This is an optimization exercise on Yosys and OpenROAD, whose aim is a short achievable clock period and few clock cycles per item, not a production implementation. In this exercise RTL edits were held to simulation tests only and were not proved equivalent to the original. Power figures rest on the tool's default switching activity, not on a simulated workload.

`flow/config.mk`:
```
export PLATFORM = sky130hd
export DESIGN_NAME = rv32i_core
export DESIGN_NICKNAME = rv32i_core
export VERILOG_FILES = /design/flow/design.v
export SDC_FILE = /design/flow/constraint.sdc
export NUM_CORES = 4
export LEC_CHECK = 0
export CAP_MARGIN = 20
export CORE_MARGIN = 2
export CORE_UTILIZATION = 30
export PLACE_DENSITY = 0.35
export SETUP_SLACK_MARGIN = 3.0
export SLEW_MARGIN = 20
```
`flow/constraint.sdc`:
```
create_clock -name core_clock -period 5.5 [get_ports {clk}]
set_input_delay 1.1000 -clock core_clock [delete_from_list [all_inputs] [get_ports {clk}]]
set_output_delay 1.1000 -clock core_clock [all_outputs]
set_load 0.01 [all_outputs]
```
`flow/design.v`:
```
`timescale 1ns/1ps
`default_nettype none
package rv32i_pkg;
    typedef logic [31:0] word_t;
    typedef logic [4:0]  reg_idx_t;
    typedef logic [3:0]  byte_en_t;
    localparam logic [6:0] OP_REG   = 7'b0110011;
    localparam logic [6:0] OP_IMM   = 7'b0010011;
    localparam logic [6:0] OP_LUI   = 7'b0110111;
    localparam logic [6:0] OP_LOAD  = 7'b0000011;
    localparam logic [6:0] OP_STORE = 7'b0100011;
endpackage
`default_nettype wire
`timescale 1ns/1ps
`default_nettype none
module rv32i_core #(
    parameter rv32i_pkg::word_t RESET_PC = '0
) (
    input  logic                clk,
    input  logic                rst_n,
    output logic                instr_read,
    output rv32i_pkg::word_t    instr_addr,
    input  logic                instr_resp,
    input  rv32i_pkg::word_t    instr_rdata,
    output logic                data_read,
    output logic                data_write,
    output rv32i_pkg::byte_en_t data_mbe,
    output rv32i_pkg::word_t    data_addr,
    output rv32i_pkg::word_t    data_wdata,
    input  logic                data_resp,
    input  rv32i_pkg::word_t    data_rdata
);
    localparam int NF = 8;    
    localparam int NM = 4;    
    logic issue;
    logic [29:0] pc_q;
    logic        ireq_q;
    logic        fetch_ok;
    logic [31:0] fq [NF];
    logic [2:0]  fq_rp;
    logic [2:0]  fq_wp;
    logic [NF-1:0] fq_occ;    
    logic        fq_nz;
    logic        fq_pop;
    logic        fq_push;
    logic        i2_valid;
    logic        i2_free;
    logic        ir_valid;
    logic        ir_free;
    logic [31:0] w;
    assign instr_read = ireq_q;
    assign instr_addr = {pc_q, 2'b00};
    assign fetch_ok   = ireq_q && instr_resp;
    assign ir_free = !ir_valid || issue;
    assign i2_free = !i2_valid || ir_free;
    assign fq_nz   = fq_occ[0];
    assign fq_pop  = i2_free && fq_nz;
    assign fq_push = fetch_ok && !(i2_free && !fq_nz);
    always_ff @(posedge clk) begin
        if (!rst_n) begin
            pc_q     <= RESET_PC[31:2];
            ireq_q   <= 1'b1;
            fq_rp    <= '0;
            fq_wp    <= '0;
            fq_occ   <= '0;
            i2_valid <= 1'b0;
            ir_valid <= 1'b0;
        end else begin
            if (fetch_ok) begin
                pc_q <= pc_q + 30'd1;
            end
            case ({fq_push, fq_pop})
                2'b10: begin
                    fq_occ <= {fq_occ[NF-2:0], 1'b1};
                    ireq_q <= !fq_occ[NF-2];
                end
                2'b01: begin
                    fq_occ <= {1'b0, fq_occ[NF-1:1]};
                    ireq_q <= 1'b1;
                end
                default: begin
                    ireq_q <= !fq_occ[NF-1];
                end
            endcase
            if (fq_push) begin
                fq_wp <= fq_wp + 3'd1;
            end
            if (fq_pop) begin
                fq_rp <= fq_rp + 3'd1;
            end
            if (i2_free) begin
                i2_valid <= fq_nz || fetch_ok;
            end
            if (ir_free) begin
                ir_valid <= i2_valid;
            end
        end
    end
    always_ff @(posedge clk) begin
        if (fetch_ok) begin
            fq[fq_wp] <= instr_rdata;
        end
    end
    assign w = fq_nz ? fq[fq_rp] : instr_rdata;
    logic        d_use1, d_use2, d_wr, d_ld, d_st, d_bimm, d_azero;
    logic [31:0] d_imm;
    logic        d_add, d_cmp, d_cmpu, d_xor, d_or, d_and, d_sll, d_sr, d_sub, d_sra;
    logic [2:0]  f3;
    assign f3 = w[14:12];
    always_comb begin
        d_use1  = 1'b0;
        d_use2  = 1'b0;
        d_wr    = 1'b0;
        d_ld    = 1'b0;
        d_st    = 1'b0;
        d_bimm  = 1'b0;
        d_azero = 1'b0;
        d_imm   = {{20{w[31]}}, w[31:20]};
        d_add   = 1'b0;
        d_cmp   = 1'b0;
        d_cmpu  = 1'b0;
        d_xor   = 1'b0;
        d_or    = 1'b0;
        d_and   = 1'b0;
        d_sll   = 1'b0;
        d_sr    = 1'b0;
        d_sub   = 1'b0;
        d_sra   = 1'b0;
        case (w[6:0])
            rv32i_pkg::OP_REG, rv32i_pkg::OP_IMM: begin
                d_use1 = 1'b1;
                d_use2 = w[6:0] == rv32i_pkg::OP_REG;
                d_bimm = w[6:0] == rv32i_pkg::OP_IMM;
                d_wr   = 1'b1;
                d_add  = f3 == 3'b000;
                d_sll  = f3 == 3'b001;
                d_cmp  = f3 == 3'b010 || f3 == 3'b011;
                d_cmpu = f3[0];
                d_xor  = f3 == 3'b100;
                d_sr   = f3 == 3'b101;
                d_or   = f3 == 3'b110;
                d_and  = f3 == 3'b111;
                d_sub  = (f3 == 3'b000 && w[30] && w[6:0] == rv32i_pkg::OP_REG) || f3 == 3'b010 || f3 == 3'b011;
                d_sra  = w[30];
            end
            rv32i_pkg::OP_LUI: begin
                d_wr    = 1'b1;
                d_bimm  = 1'b1;
                d_azero = 1'b1;
                d_add   = 1'b1;
                d_imm   = {w[31:12], 12'h000};
            end
            rv32i_pkg::OP_LOAD: begin
                d_use1 = 1'b1;
                d_wr   = 1'b1;
                d_ld   = 1'b1;
                d_bimm = 1'b1;
                d_add  = 1'b1;
            end
            rv32i_pkg::OP_STORE: begin
                d_use1 = 1'b1;
                d_use2 = 1'b1;
                d_st   = 1'b1;
                d_bimm = 1'b1;
                d_add  = 1'b1;
                d_imm  = {{20{w[31]}}, w[31:25], w[11:7]};
            end
            default: ;
        endcase
        if (w[11:7] == 5'd0) begin
            d_wr = 1'b0;
        end
    end
    logic [4:0]  i2_rs1, i2_rs2, i2_rd;
    logic [31:0] i2_rs1_oh, i2_rs2_oh, i2_rd_oh;
    logic        i2_use1, i2_use2, i2_wr, i2_ld, i2_st, i2_bimm, i2_azero;
    logic [31:0] i2_imm;
    logic [2:0]  i2_f3;
    logic        i2_add, i2_cmp, i2_cmpu, i2_xor, i2_or, i2_and, i2_sll, i2_sr, i2_sub, i2_sra;
    always_ff @(posedge clk) begin
        if (i2_free) begin
            i2_rs1    <= w[19:15];
            i2_rs2    <= w[24:20];
            i2_rd     <= w[11:7];
            i2_rs1_oh <= 32'd1 << w[19:15];
            i2_rs2_oh <= 32'd1 << w[24:20];
            i2_rd_oh  <= 32'd1 << w[11:7];
            i2_use1   <= d_use1;
            i2_use2   <= d_use2;
            i2_wr     <= d_wr;
            i2_ld     <= d_ld;
            i2_st     <= d_st;
            i2_bimm   <= d_bimm;
            i2_azero  <= d_azero;
            i2_imm    <= d_imm;
            i2_f3     <= f3;
            i2_add    <= d_add;
            i2_cmp    <= d_cmp;
            i2_cmpu   <= d_cmpu;
            i2_xor    <= d_xor;
            i2_or     <= d_or;
            i2_and    <= d_and;
            i2_sll    <= d_sll;
            i2_sr     <= d_sr;
            i2_sub    <= d_sub;
            i2_sra    <= d_sra;
        end
    end
    logic [4:0]  ir_rs1, ir_rs2, ir_rd;
    logic [31:0] ir_rs1_oh, ir_rs2_oh, ir_rd_oh;
    logic        ir_use1, ir_use2, ir_wr, ir_ld, ir_st, ir_bimm, ir_azero;
    logic [31:0] ir_imm;
    logic [2:0]  ir_f3;
    logic        ir_add, ir_cmp, ir_cmpu, ir_xor, ir_or, ir_and, ir_sll, ir_sr, ir_sub, ir_sra;
    always_ff @(posedge clk) begin
        if (ir_free) begin
            ir_rs1    <= i2_rs1;
            ir_rs2    <= i2_rs2;
            ir_rd     <= i2_rd;
            ir_rd_oh  <= i2_rd_oh;
            ir_use1   <= i2_use1;
            ir_use2   <= i2_use2;
            ir_wr     <= i2_wr;
            ir_ld     <= i2_ld;
            ir_st     <= i2_st;
            ir_bimm   <= i2_bimm;
            ir_azero  <= i2_azero;
            ir_imm    <= i2_imm;
            ir_f3     <= i2_f3;
            ir_add    <= i2_add;
            ir_cmp    <= i2_cmp;
            ir_cmpu   <= i2_cmpu;
            ir_xor    <= i2_xor;
            ir_or     <= i2_or;
            ir_and    <= i2_and;
            ir_sll    <= i2_sll;
            ir_sr     <= i2_sr;
            ir_sub    <= i2_sub;
            ir_sra    <= i2_sra;
        end
    end
    always_ff @(posedge clk) begin
        ir_rs1_oh <= ir_free ? i2_rs1_oh : (32'd1 << ir_rs1);
        ir_rs2_oh <= ir_free ? i2_rs2_oh : (32'd1 << ir_rs2);
    end
    logic        e1_valid;
    logic [31:0] e1_a, e1_b, e1_s;
    logic        e1_fa, e1_fb, e1_fs;
    logic [4:0]  e1_sa;        
    logic        e1_fsa;
    logic [4:0]  e1_rd;
    logic        e1_wr, e1_ld, e1_st;
    logic [2:0]  e1_f3;
    logic        e1_add, e1_cmp, e1_cmpu, e1_xor, e1_or, e1_and, e1_sll, e1_sr, e1_sub, e1_sra;
    logic        e2_valid;
    logic [31:0] e2_p;         
    logic [31:0] e2_c0;        
    logic [31:0] e2_pp;        
    logic [3:0]  e2_g;         
    logic [3:0]  e2_pa;        
    logic        e2_cin;
    logic [31:0] e2_x;         
    logic [1:0]  e2_sh;        
    logic        e2_sll, e2_sr, e2_sra;
    logic        e2_a31, e2_b31;
    logic [4:0]  e2_rd;
    logic        e2_wr, e2_ld;
    logic        e2_add, e2_cmp, e2_cmpu;
    logic [31:0] res_q;
    logic [31:0] res_oh;       
    logic [31:0] lr_q;
    logic [31:0] lr_oh;
    logic [31:0] busy;
    logic        mq_ld   [NM];
    logic        mq_st   [NM];
    logic [9:0]  mq_lo   [NM];    
    logic [19:0] mq_hb   [NM];    
    logic        mq_sg   [NM];    
    logic        mq_hs   [NM];    
    logic [19:0] hd_hi;           
    logic        rq_ld, rq_st;    
    logic [1:0]  mq_off  [NM];
    logic [2:0]  mq_f3   [NM];
    logic [4:0]  mq_rd   [NM];
    logic        mq_wr   [NM];
    logic [3:0]  mq_mbe  [NM];
    logic [31:0] mq_wd   [NM];
    logic [NM-1:0] mq_occ;    
    logic [NM-1:0] mem_inf;   
    logic        room;
    assign room = !mem_inf[NM-1];
    logic        e1_alu, e2_fwd, e1_mem;
    logic        push_here   [NM];
    logic        push_behind [NM];
    logic        mq_pop;
    logic        ret_ok;     
    logic        ret_now;    
    assign e1_alu  = e1_valid && e1_wr && !e1_ld;
    assign e2_fwd  = e2_valid && e2_wr && !e2_ld;
    assign e1_mem  = e1_valid && (e1_ld || e1_st);
    assign mq_pop  = (rq_ld || rq_st) && data_resp;
    assign ret_ok  = rq_ld && mq_wr[0];
    assign ret_now = ret_ok && data_resp;
    logic [31:0] regs [32];
    always_ff @(posedge clk) begin
        if (!rst_n) begin
            for (int i = 0; i < 32; i++) begin
                regs[i] <= '0;
            end
        end else begin
            for (int i = 1; i < 32; i++) begin
                if (res_oh[i]) begin
                    regs[i] <= res_q;
                end else if (lr_oh[i]) begin
                    regs[i] <= lr_q;
                end
            end
        end
    end
    logic ir_b1, ir_b2, ir_bd, ir_m1, ir_m2, ir_f1, ir_f2, ir_r1, ir_r2, ir_l1, ir_l2;
    logic ir_u1, ir_u2;
    logic ir_t1, ir_t2, ir_td;
    logic ir_ldwr, ir_aluwr;
    assign ir_ldwr  = ir_ld && ir_wr;
    assign ir_aluwr = ir_wr && !ir_ld;
    function automatic logic [5:0] next_state(
        input logic [4:0]  rs,
        input logic [31:0] rs_oh,
        input logic [31:0] busy_v,
        input logic [4:0]  ir_rd_v,
        input logic        set_v,      
        input logic        alu_v,      
        input logic        lui_v,      
        input logic        clr_v,      
        input logic [4:0]  head_rd,
        input logic        e1_alu_v,
        input logic [4:0]  e1_rd_v,
        input logic        e2_fwd_v,
        input logic [4:0]  e2_rd_v
    );
        logic b, m, u, f, r, l;
        b = ((|(busy_v & rs_oh)) && !(clr_v && head_rd == rs)) || (set_v && ir_rd_v == rs);
        m = alu_v && ir_rd_v == rs;
        u = lui_v && ir_rd_v == rs;
        f = e1_alu_v && e1_rd_v == rs;
        r = e2_fwd_v && e2_rd_v == rs;
        l = clr_v && head_rd == rs && !r;
        next_state = {b, m, u, f, r, l};
    endfunction
    logic hm0_ok, hm1_ok, hme_ok, pb0, ph0;
    assign hm0_ok = mq_ld[0] && mq_wr[0];
    assign hm1_ok = mq_ld[1] && mq_wr[1];
    assign hme_ok = e1_valid && e1_ld && e1_wr && !ag_sel;
    assign pb0    = push_behind[0];
    assign ph0    = push_here[0];
    function automatic logic head_next(
        input logic [4:0] rs,
        input logic       pop
    );
        logic t_pop, t_stay;
        t_pop  = (hm1_ok && mq_rd[1] == rs) || (pb0 && hme_ok && e1_rd == rs);
        t_stay = (hm0_ok && mq_rd[0] == rs) || (ph0 && hme_ok && e1_rd == rs);
        head_next = pop ? t_pop : t_stay;
    endfunction
    logic [5:0] n1_hold, n2_hold, nd_hold, n1_new, n2_new, nd_new;
    logic       set_now, alu_now, lui_now;
    assign set_now = issue && ir_ldwr;
    assign alu_now = issue && ir_aluwr && !ir_azero;
    assign lui_now = issue && ir_wr && ir_azero;
    always_comb begin
        n1_hold = next_state(ir_rs1, ir_rs1_oh, busy, ir_rd, 1'b0, 1'b0, 1'b0, ret_now, mq_rd[0],
                             e1_alu, e1_rd, e2_fwd, e2_rd);
        n2_hold = next_state(ir_rs2, ir_rs2_oh, busy, ir_rd, 1'b0, 1'b0, 1'b0, ret_now, mq_rd[0],
                             e1_alu, e1_rd, e2_fwd, e2_rd);
        nd_hold = next_state(ir_rd, ir_rd_oh, busy, ir_rd, 1'b0, 1'b0, 1'b0, ret_now, mq_rd[0],
                             e1_alu, e1_rd, e2_fwd, e2_rd);
        n1_new  = next_state(i2_rs1, i2_rs1_oh, busy, ir_rd, set_now, alu_now, lui_now, ret_now, mq_rd[0],
                             e1_alu, e1_rd, e2_fwd, e2_rd);
        n2_new  = next_state(i2_rs2, i2_rs2_oh, busy, ir_rd, set_now, alu_now, lui_now, ret_now, mq_rd[0],
                             e1_alu, e1_rd, e2_fwd, e2_rd);
        nd_new  = next_state(i2_rd, i2_rd_oh, busy, ir_rd, set_now, alu_now, lui_now, ret_now, mq_rd[0],
                             e1_alu, e1_rd, e2_fwd, e2_rd);
    end
    always_ff @(posedge clk) begin
        if (ir_free) begin
            {ir_b1, ir_m1, ir_u1, ir_f1, ir_r1, ir_l1} <= n1_new;
            {ir_b2, ir_m2, ir_u2, ir_f2, ir_r2, ir_l2} <= n2_new;
            ir_bd <= nd_new[5];
            ir_t1 <= head_next(i2_rs1, mq_pop);
            ir_t2 <= head_next(i2_rs2, mq_pop);
            ir_td <= head_next(i2_rd, mq_pop);
        end else begin
            {ir_b1, ir_m1, ir_u1, ir_f1, ir_r1, ir_l1} <= n1_hold;
            {ir_b2, ir_m2, ir_u2, ir_f2, ir_r2, ir_l2} <= n2_hold;
            ir_bd <= nd_hold[5];
            ir_t1 <= head_next(ir_rs1, mq_pop);
            ir_t2 <= head_next(ir_rs2, mq_pop);
            ir_td <= head_next(ir_rd, mq_pop);
        end
    end
    logic        ret1, ret2, retd;
    logic        haz1, haz2, hazd;
    logic [31:0] rf1, rf2, v1, v2;
    logic [31:0] sh;
    logic [31:0] ld_val;
    assign ret1 = ir_t1;
    assign ret2 = ir_t2;
    assign retd = ir_td;
    assign haz1 = ir_use1 && ((ir_b1 && !(ret1 && data_resp)) || ir_m1 || (ir_f1 && (ir_ld || ir_st)));
    assign haz2 = ir_use2 && ((ir_b2 && !(ret2 && data_resp)) || ir_m2);
    assign hazd = ir_wr && ir_bd && !(retd && data_resp);
    assign issue = ir_valid && !haz1 && !haz2 && !hazd && (!(ir_ld || ir_st) || room);
    always_comb begin
        rf1 = '0;
        rf2 = '0;
        for (int i = 1; i < 32; i++) begin
            rf1 = rf1 | ({32{ir_rs1_oh[i]}} & regs[i]);
            rf2 = rf2 | ({32{ir_rs2_oh[i]}} & regs[i]);
        end
        if (ir_u1) begin
            v1 = e1_b;
        end else if (ret1) begin
            v1 = ld_val;
        end else if (ir_r1) begin
            v1 = res_q;
        end else if (ir_l1) begin
            v1 = lr_q;
        end else begin
            v1 = rf1;
        end
        if (ir_u2) begin
            v2 = e1_b;
        end else if (ret2) begin
            v2 = ld_val;
        end else if (ir_r2) begin
            v2 = res_q;
        end else if (ir_l2) begin
            v2 = lr_q;
        end else begin
            v2 = rf2;
        end
    end
    always_ff @(posedge clk) begin
        if (!rst_n) begin
            e1_valid <= 1'b0;
            busy     <= '0;
            mem_inf  <= '0;
        end else begin
            e1_valid <= issue && (ir_wr || ir_ld || ir_st);
            busy     <= (busy & ~((ret_now) ? (32'd1 << mq_rd[0]) : 32'd0))
                      | (set_now ? (ir_rd_oh & ~32'd1) : 32'd0);
            case ({issue && (ir_ld || ir_st), mq_pop})
                2'b10:   mem_inf <= {mem_inf[NM-2:0], 1'b1};
                2'b01:   mem_inf <= {1'b0, mem_inf[NM-1:1]};
                default: ;
            endcase
        end
    end
    always_ff @(posedge clk) begin
        e1_a    <= ir_azero ? 32'd0 : v1;
        e1_fa   <= ir_f1 && !ir_u1 && !ir_azero;
        e1_b    <= ir_bimm ? ir_imm : v2;
        e1_fb   <= ir_f2 && !ir_u2 && !ir_bimm;
        e1_s    <= v2;
        e1_fs   <= ir_f2 && !ir_u2 && !ir_m2;
        e1_sa   <= (ir_sll || ir_sr) ? (ir_bimm ? ir_imm[4:0] : v2[4:0]) : 5'd0;
        e1_fsa  <= (ir_sll || ir_sr) && ir_f2 && !ir_u2 && !ir_bimm;
        e1_rd   <= ir_rd;
        e1_wr   <= ir_wr;
        e1_ld   <= ir_ld;
        e1_st   <= ir_st;
        e1_f3   <= ir_f3;
        e1_add  <= ir_add;
        e1_cmp  <= ir_cmp;
        e1_cmpu <= ir_cmpu;
        e1_xor  <= ir_xor;
        e1_or   <= ir_or;
        e1_and  <= ir_and;
        e1_sll  <= ir_sll;
        e1_sr   <= ir_sr;
        e1_sub  <= ir_sub;
        e1_sra  <= ir_sra;
    end
    logic [31:0] a, b, s, bx;
    logic [31:0] gg, p, c0, pp;
    logic [3:0]  bg, bp;
    logic [1:0]  lo2;
    logic [31:0] slc, src, x;
    logic [32:0] src_w;
    logic [31:0] st_data;
    logic [3:0]  st_mbe;
    assign a  = e1_fa ? res_q : e1_a;
    assign b  = e1_fb ? res_q : e1_b;
    assign s  = e1_fs ? res_q : e1_s;
    assign bx = b ^ {32{e1_sub}};
    logic [4:0] sa;
    assign sa = e1_fsa ? res_q[4:0] : e1_sa;
    assign gg = a & bx;
    assign p  = a ^ bx;
    always_comb begin
        for (int k = 0; k < 4; k++) begin
            c0[8*k] = 1'b0;
            pp[8*k] = 1'b1;
            for (int i = 1; i < 8; i++) begin
                c0[8*k+i] = gg[8*k+i-1] || (p[8*k+i-1] && c0[8*k+i-1]);
                pp[8*k+i] = pp[8*k+i-1] && p[8*k+i-1];
            end
            bg[k] = gg[8*k+7] || (p[8*k+7] && c0[8*k+7]);
            bp[k] = pp[8*k+7] && p[8*k+7];
        end
    end
    logic [11:0] ag_lo, ag_g, ag_p, ag_c;
    logic        ag_sel;
    always_comb begin
        ag_g = e1_a[11:0] & e1_b[11:0];
        ag_p = e1_a[11:0] ^ e1_b[11:0];
        for (int d = 1; d < 12; d = d * 2) begin
            for (int i = 11; i >= d; i--) begin
                ag_g[i] = ag_g[i] || (ag_p[i] && ag_g[i - d]);
                ag_p[i] = ag_p[i] && ag_p[i - d];
            end
        end
        ag_c  = {ag_g[10:0], 1'b0};
        ag_lo = e1_a[11:0] ^ e1_b[11:0] ^ ag_c;
        ag_sel = ag_g[11] ^ e1_b[31];
    end
    assign lo2 = ag_lo[1:0];
    assign slc   = a << {sa[4:2], 2'b00};
    assign src_w = $signed({e1_sra && a[31], a}) >>> {sa[4:2], 2'b00};
    assign src   = src_w[31:0];
    assign x = ({32{e1_xor}} & (a ^ b))
             | ({32{e1_or}}  & (a | b))
             | ({32{e1_and}} & (a & b))
             | ({32{e1_sll}} & slc)
             | ({32{e1_sr}}  & src);
    always_comb begin
        case (e1_f3[1:0])
            2'b00:   st_data = {4{s[7:0]}};
            2'b01:   st_data = {2{s[15:0]}};
            default: st_data = s;
        endcase
        case (e1_f3[1:0])
            2'b00:   st_mbe = 4'b0001 << lo2;
            2'b01:   st_mbe = 4'b0011 << lo2;
            default: st_mbe = 4'b1111;
        endcase
    end
    always_ff @(posedge clk) begin
        if (!rst_n) begin
            e2_valid <= 1'b0;
        end else begin
            e2_valid <= e1_valid;
        end
    end
    always_ff @(posedge clk) begin
        e2_p    <= p;
        e2_c0   <= c0;
        e2_pp   <= pp;
        e2_g    <= bg;
        e2_pa   <= bp;
        e2_cin  <= e1_sub;
        e2_x    <= x;
        e2_sh   <= sa[1:0];
        e2_sll  <= e1_sll;
        e2_sr   <= e1_sr;
        e2_sra  <= e1_sra;
        e2_a31  <= a[31];
        e2_b31  <= b[31];
        e2_rd   <= e1_rd;
        e2_wr   <= e1_wr;
        e2_ld   <= e1_ld;
        e2_add  <= e1_add;
        e2_cmp  <= e1_cmp;
        e2_cmpu <= e1_cmpu;
    end
    logic [4:0]  c;       
    logic [31:0] cb;      
    logic [31:0] sum;
    logic        lt;
    logic [31:0] sl_v, sr_v;
    logic [32:0] sr_w;
    logic [31:0] ex2_res;
    always_comb begin
        c[0] = e2_cin;
        for (int k = 0; k < 4; k++) begin
            c[k + 1] = e2_g[k] || (e2_pa[k] && c[k]);
        end
        for (int k = 0; k < 4; k++) begin
            cb[8*k +: 8] = e2_c0[8*k +: 8] | (e2_pp[8*k +: 8] & {8{c[k]}});
        end
    end
    assign sum  = e2_p ^ cb;
    assign lt   = e2_cmpu ? !c[4] : ((e2_a31 != e2_b31) ? e2_a31 : sum[31]);
    assign sl_v = e2_x << e2_sh;
    assign sr_w = $signed({e2_sra && e2_x[31], e2_x}) >>> e2_sh;
    assign sr_v = sr_w[31:0];
    assign ex2_res = ({32{e2_add}} & sum)
                   | ({32{e2_cmp}} & {31'd0, lt})
                   | ({32{e2_sll}} & sl_v)
                   | ({32{e2_sr}}  & sr_v)
                   | ({32{!(e2_add || e2_cmp || e2_sll || e2_sr)}} & e2_x);
    always_ff @(posedge clk) begin
        if (!rst_n) begin
            res_oh <= '0;
        end else begin
            res_oh <= e2_fwd ? ((32'd1 << e2_rd) & ~32'd1) : 32'd0;
        end
    end
    always_ff @(posedge clk) begin
        res_q <= ex2_res;
    end
    assign data_read  = rq_ld;
    assign data_write = rq_st;
    assign data_addr  = {hd_hi, mq_lo[0], 2'b00};
    assign data_mbe   = mq_mbe[0];
    assign data_wdata = mq_wd[0];
    always_comb begin
        for (int i = 0; i < NM; i++) begin
            push_here[i]   = e1_mem && (i == 0 || mq_occ[(i + NM - 1) % NM]) && !mq_occ[i];
            push_behind[i] = e1_mem && mq_occ[i] && (i + 1 == NM || !mq_occ[(i + 1) % NM]);
        end
    end
    always_ff @(posedge clk) begin
        if (!rst_n) begin
            mq_occ <= '0;
            for (int i = 0; i < NM; i++) begin
                mq_ld[i] <= 1'b0;
                mq_st[i] <= 1'b0;
            end
        end else begin
            case ({e1_mem, mq_pop})
                2'b10:   mq_occ <= {mq_occ[NM-2:0], 1'b1};
                2'b01:   mq_occ <= {1'b0, mq_occ[NM-1:1]};
                default: ;
            endcase
            for (int i = 0; i < NM; i++) begin
                if (mq_pop) begin
                    if (push_behind[i]) begin
                        mq_ld[i] <= e1_ld;
                        mq_st[i] <= e1_st;
                    end else if (i + 1 < NM) begin
                        mq_ld[i] <= mq_ld[(i + 1) % NM];
                        mq_st[i] <= mq_st[(i + 1) % NM];
                    end else begin
                        mq_ld[i] <= 1'b0;
                        mq_st[i] <= 1'b0;
                    end
                end else if (push_here[i]) begin
                    mq_ld[i] <= e1_ld;
                    mq_st[i] <= e1_st;
                end
            end
        end
    end
    always_ff @(posedge clk) begin
        for (int i = 0; i < NM; i++) begin
            if (mq_pop ? push_behind[i] : push_here[i]) begin
                mq_lo[i]  <= ag_lo[11:2];
                mq_off[i] <= ag_lo[1:0];
                mq_hb[i]  <= e1_a[31:12];
                mq_sg[i]  <= e1_b[31];
                mq_hs[i]  <= ag_sel;
                mq_f3[i]  <= e1_f3;
                mq_rd[i]  <= e1_rd;
                mq_wr[i]  <= e1_wr;
                mq_mbe[i] <= st_mbe;
                mq_wd[i]  <= st_data;
            end else if (mq_pop && i + 1 < NM) begin
                mq_lo[i]  <= mq_lo[(i + 1) % NM];
                mq_off[i] <= mq_off[(i + 1) % NM];
                mq_hb[i]  <= mq_hb[(i + 1) % NM];
                mq_sg[i]  <= mq_sg[(i + 1) % NM];
                mq_hs[i]  <= mq_hs[(i + 1) % NM];
                mq_f3[i]  <= mq_f3[(i + 1) % NM];
                mq_rd[i]  <= mq_rd[(i + 1) % NM];
                mq_wr[i]  <= mq_wr[(i + 1) % NM];
                mq_mbe[i] <= mq_mbe[(i + 1) % NM];
                mq_wd[i]  <= mq_wd[(i + 1) % NM];
            end
        end
    end
    function automatic logic [19:0] hi_alt(input logic [19:0] hb, input logic neg);
        logic [19:0] on, zr;
        on = hb;
        zr = ~hb;
        for (int d = 1; d < 20; d = d * 2) begin
            for (int i = 19; i >= d; i--) begin
                on[i] = on[i] && on[i - d];
                zr[i] = zr[i] && zr[i - d];
            end
        end
        hi_alt = hb ^ (neg ? {zr[18:0], 1'b1} : {on[18:0], 1'b1});
    endfunction
    always_ff @(posedge clk) begin
        if (!rst_n) begin
            rq_ld <= 1'b0;
            rq_st <= 1'b0;
        end else if (mq_pop ? push_behind[0] : push_here[0]) begin
            rq_ld <= e1_ld && !ag_sel;
            rq_st <= e1_st && !ag_sel;
        end else if (mq_pop) begin
            rq_ld <= mq_ld[1];
            rq_st <= mq_st[1];
        end else begin
            rq_ld <= mq_ld[0];
            rq_st <= mq_st[0];
        end
    end
    always_ff @(posedge clk) begin
        if (mq_pop ? push_behind[0] : push_here[0]) begin
            hd_hi <= e1_a[31:12];
        end else if (mq_pop) begin
            hd_hi <= mq_hs[1] ? hi_alt(mq_hb[1], mq_sg[1]) : mq_hb[1];
        end else if (!(rq_ld || rq_st)) begin
            hd_hi <= hi_alt(mq_hb[0], mq_sg[0]);
        end
    end
    assign sh = data_rdata >> {mq_off[0], 3'b000};
    always_comb begin
        case (mq_f3[0])
            3'b000:  ld_val = {{24{sh[7]}}, sh[7:0]};
            3'b001:  ld_val = {{16{sh[15]}}, sh[15:0]};
            3'b100:  ld_val = {24'd0, sh[7:0]};
            3'b101:  ld_val = {16'd0, sh[15:0]};
            default: ld_val = data_rdata;
        endcase
    end
    always_ff @(posedge clk) begin
        if (!rst_n) begin
            lr_oh <= '0;
        end else begin
            lr_oh <= ret_now ? ((32'd1 << mq_rd[0]) & ~32'd1) : 32'd0;
        end
    end
    always_ff @(posedge clk) begin
        lr_q <= ld_val;
    end
endmodule
`default_nettype wire
```
`flow/run.sh`:
```
#!/bin/bash
# synth_recipe.tcl (not shown) runs the flow's synth.tcl, then flattens the netlist and writes it again
# the make line also repeats each setting of config.mk as NAME=value (left out here)
make -C /OpenROAD-flow-scripts/flow DESIGN_CONFIG=/design/flow/config.mk WORK_HOME=/design/flow/orfs CLKGATE_MAP_FILE= SYNTH_SCRIPT=/design/flow/synth_recipe.tcl finish
```
==> run summary <==
## cells in the mapped netlist (72+ instances only)
library cell and instances:
xnor2_1 150, a221oi_1 361, a22o_1 361, a22oi_1 408
o21ai_0 230, nand2_1 815, nand4_1 171, buf_1 287
inv_1 156, a21oi_1 1340, xor2_1 98, clkbuf_1 900
mux2i_1 1185, nor2_1 2421, nand3_1 148, mux4_2 83
nor3_1 72, ha_1 119, dfxtp_1 1568, edfxtp_1 853
mux2_2 108
## kinds of logic (layout without fill, tap and decap cells)
family / count (synthesis) / count (layout)
buffers and inverters: 1438 / 1793
AO/OA/AOI/OAI: 3246 / 3248
AND/OR/NAND/NOR: 3903 / 3910
adder cells (fa/ha/maj): 120 / 120
other: 1 / 42
XOR/XNOR: 248 / 248
multiplexers: 1377 / 1380
flip-flops: 2421 / 2421
## layout make-up
cell class	count	share of cell area
Multi-Input combinational cell	8910	0.414
Tap cell	5242	0.0442
Inverter	164	0.00481
Timing Repair inverter	2	0.000118
Sequential cell	2421	0.389
Clock inverter	110	0.00714
Timing Repair Buffer	1078	0.0813
Clock buffer	439	0.0596
Antenna cell	38	0.000641
## metrics by stage
step	std cells	total power, mW	worst slack [ns]
after floorplan	12800	22.8	2.31
after global routing	18400	50.6	2.69
final	18400	49.7	2.71
after detailed placement	17200	26.4	1.10
after global placement	17200	26.4	1.04
after CTS	18200	48.7	2.70
## timing repair
| item | 4_1_cts | 5_1_grt |
|---|---|---|
| setup endpoints to repair | 1334 | 662 |
| resized for setup | 1289 | 512 |
| setup buffers | 379 | 151 |
| gates cloned | 40 | 8 |
| hold buffers | 0 | 0 |
| pin swaps | 173 | 234 |
## path summary, 6_finish.rpt
kind	endpoint	slack, ns	cells past startpoint
worst min-delay path	e1_cmp$_DFF_P_	0.34	0
worst min register to register	e1_cmp$_DFF_P_	0.34	0
worst max register to register	rq_ld$_SDFF_PN0_	2.71	9
worst max-delay path	rq_ld$_SDFF_PN0_	2.71	9
## metal layers
layer,up-vias,wire length (um),GRT usage
met2,7499,301000,0.503
met4,42,53100,0.212
met1,56800,304000,0.469
li1,46500,-,-
met5,-,685,0.00531
met3,2095,80500,0.103
## cell usage in the layout (no fill, tap or decap), drive strengths merged, types with 119 or more instances in the layout
cell type / n
o21ai: 238
nand3: 148
nand2: 819
nor2: 2422
inv: 164
ha: 119
xnor2: 150
a221oi: 363
a22oi: 408
dfxtp: 1568
a21oi: 1342
edfxtp: 853
mux2i: 1187
buf: 989
clkbuf: 446
a22o: 361
nand4: 171
## state kept, by name (all words and copies together), names as in the netlist, 32 cells and up, named ones only
signal / flops
e1_b: 32
res_q: 32
i2_rs1_oh: 32
e1_s: 32
ir_rs1_oh: 32
i2_rd_oh: 32
ir_imm: 32
fq: 256
i2_imm: 32
e2_p: 32
regs: 992
ir_rs2_oh: 32
mq_lo: 40
lr_q: 32
busy: 32
ir_rd_oh: 32
mq_wd: 128
i2_rs2_oh: 32
e2_x: 32
mq_hb: 80
e1_a: 32
## where the power goes
group / switching [mW] / leakage (nW) / internal, mW
Combinational: 5.67 / 27.4 / 2.87
Clock: 8.70 / 4.86 / 12.0
Sequential: 1.28 / 21.2 / 19.3
Total: 15.6 / 53.5 / 34.1
==> impl_metrics.toml <==
[status]
run_status = "timing/DRC/antenna clean"

[die]
rows = 231
initial_core_util = 0.301
ios = 171
die_area_mm2 = 0.403
die_w_um = 634
core_mm2 = 0.396
chipHeight_um = 634

[synth]
ys_types = 96
ys_ff_latch = 2421
synthTopCellsByArea = "dfxtp_1, edfxtp_1, mux2i_1"
synthAdderAreaFrac = 0.0127
avgSynthCellArea_um2 = 9.35
synth_xor_area_frac = 0.0182
syn_inst = 12800
synth_warnings = 16
netlist.area_leader.share = 0.263
ys_seq_area_frac = 0.478
synthMuxAreaShare = 0.125
yosys.area.top_type = "dfxtp_1"
synth_top_family_by_area = "compound AO/OA/AOI/OAI gates"
synth-compound-area-share = 0.183
async_flop_share = 0
synth-simple-area-share = 0.136
synth_top_flop_cell = "dfxtp_1"
synth_edf_count = 853
syn_area_mm2 = 0.119

[worst_setup_path]
endpoint_kind = "flip-flop"
reg2reg_from = "e1_b[0]$_DFF_P_"
cp_cell_sequence = "ha_4, fa_2, a211o_1, a2111oi_4, o31ai_4, or4_4, nand3_4, buf_12, o32ai_2"
worstSetupPathType = "reg2reg"
cp_slowest_stage_delay_ns = 0.44
critPathMaxFanout = 5
cp-start-kind = "flip-flop"
cp_data_required_time_ns = 6.33
crit_slowest_cell = "or4_4"
path_delay_family = "compound AO/OA/AOI/OAI gates"
startpoint = "e1_b[0]$_DFF_P_"
arrival_ns = 3.62
path_buf_inv = 1

[global_routing]
first_global_vias = 103000
grt_first_pass_wirelength_mm = 967
antenna_found_initial = 79
grt_usage = 0.353
grt_max_degree = 156
grt.overflow.total = 0

[placed_design]
place_area_mm2 = 0.127
io_buffers = 166
gp_congestion = 0.920
dpl.hpwl_mm = 430

[clocking]
tritoncts = "built"
cts_max_path_buffers = 4
numCtsBuffers = 308
path_clk_slew_ns = 0.06
cts_root_buffer = "clkbuf_16"
clock_sinks = 2421
clk-insertion-delay-late_ns = 1.00
cts_max_level = 5

[cells_and_area]
n_fill_cell = 39300
post-route-util = 0.375
multi_input_area_mm2 = 0.0614
drive_above_1_share = 0.196
seq_area_mm2 = 0.0577
syn_to_final_growth_pct = 24.5
fin_area_mm2 = 0.148
final_nets = 13100

[power_and_ir_drop]
leakagePower_nw = 53.5
p_per_area_mw_per_mm2 = 335
ir_drop_v = 0.000245

[sta]
finClkSkew_ns = 0.0956
whs_ns = 0.341
worst_pin_slew_ns = 1.31
rsz0062_at_grt = "true"
drv_slew = 0
fin_tns_setup_ns = 0
timing.fmax_mhz = 359
slew_headroom = 0.130
period_needed_ns = 2.79
min_period_over_period = 0.507
hold_violations = 0
setup_violations = 0

[min_path]
min-delay-start = "ir_cmp$_DFFE_PN_"
min_path_type = "reg2reg"

[detailed_routing]
drt_iter0_markers = 17500
viasPerCell = 6.14
drt_wl_total_mm = 740
vias = 113000
dr.pass1.iters = 7
wl_per_cell_um = 40.2
final_antenna_net_count = 0
drc = 0

[flow_run]
maxCapViolations = 0
Testbench counts, summed over its fixed seeds: cycles 31,042, instrs 25,048.

## static timing again, ports no longer ideal
In the flow no input, the clock included, has a driving cell. The finished layout below was timed again as built, in two steps.
Step 1 sets driving cells, clkbuf_16 on the clock port and buf_2 on the other inputs (assumed; they add their load-dependent delay and slew).
Step 2 also shifts input and output timing later by t, the mid clock arrival at the registers, as if the neighbouring blocks saw the same clock.
Slacks: ideal ports / drivers / drivers and shift; pairs: ideal ports / drivers.
t, ns: 1.068
setup slack, ns: 2.714 / 2.699 / 1.865
pins driven straight from the clock port: 1
After both steps setup and hold are still met in this run. For this run, drivers alone change the setup slack by -0.015 ns; drivers and shift together by -0.849 ns.
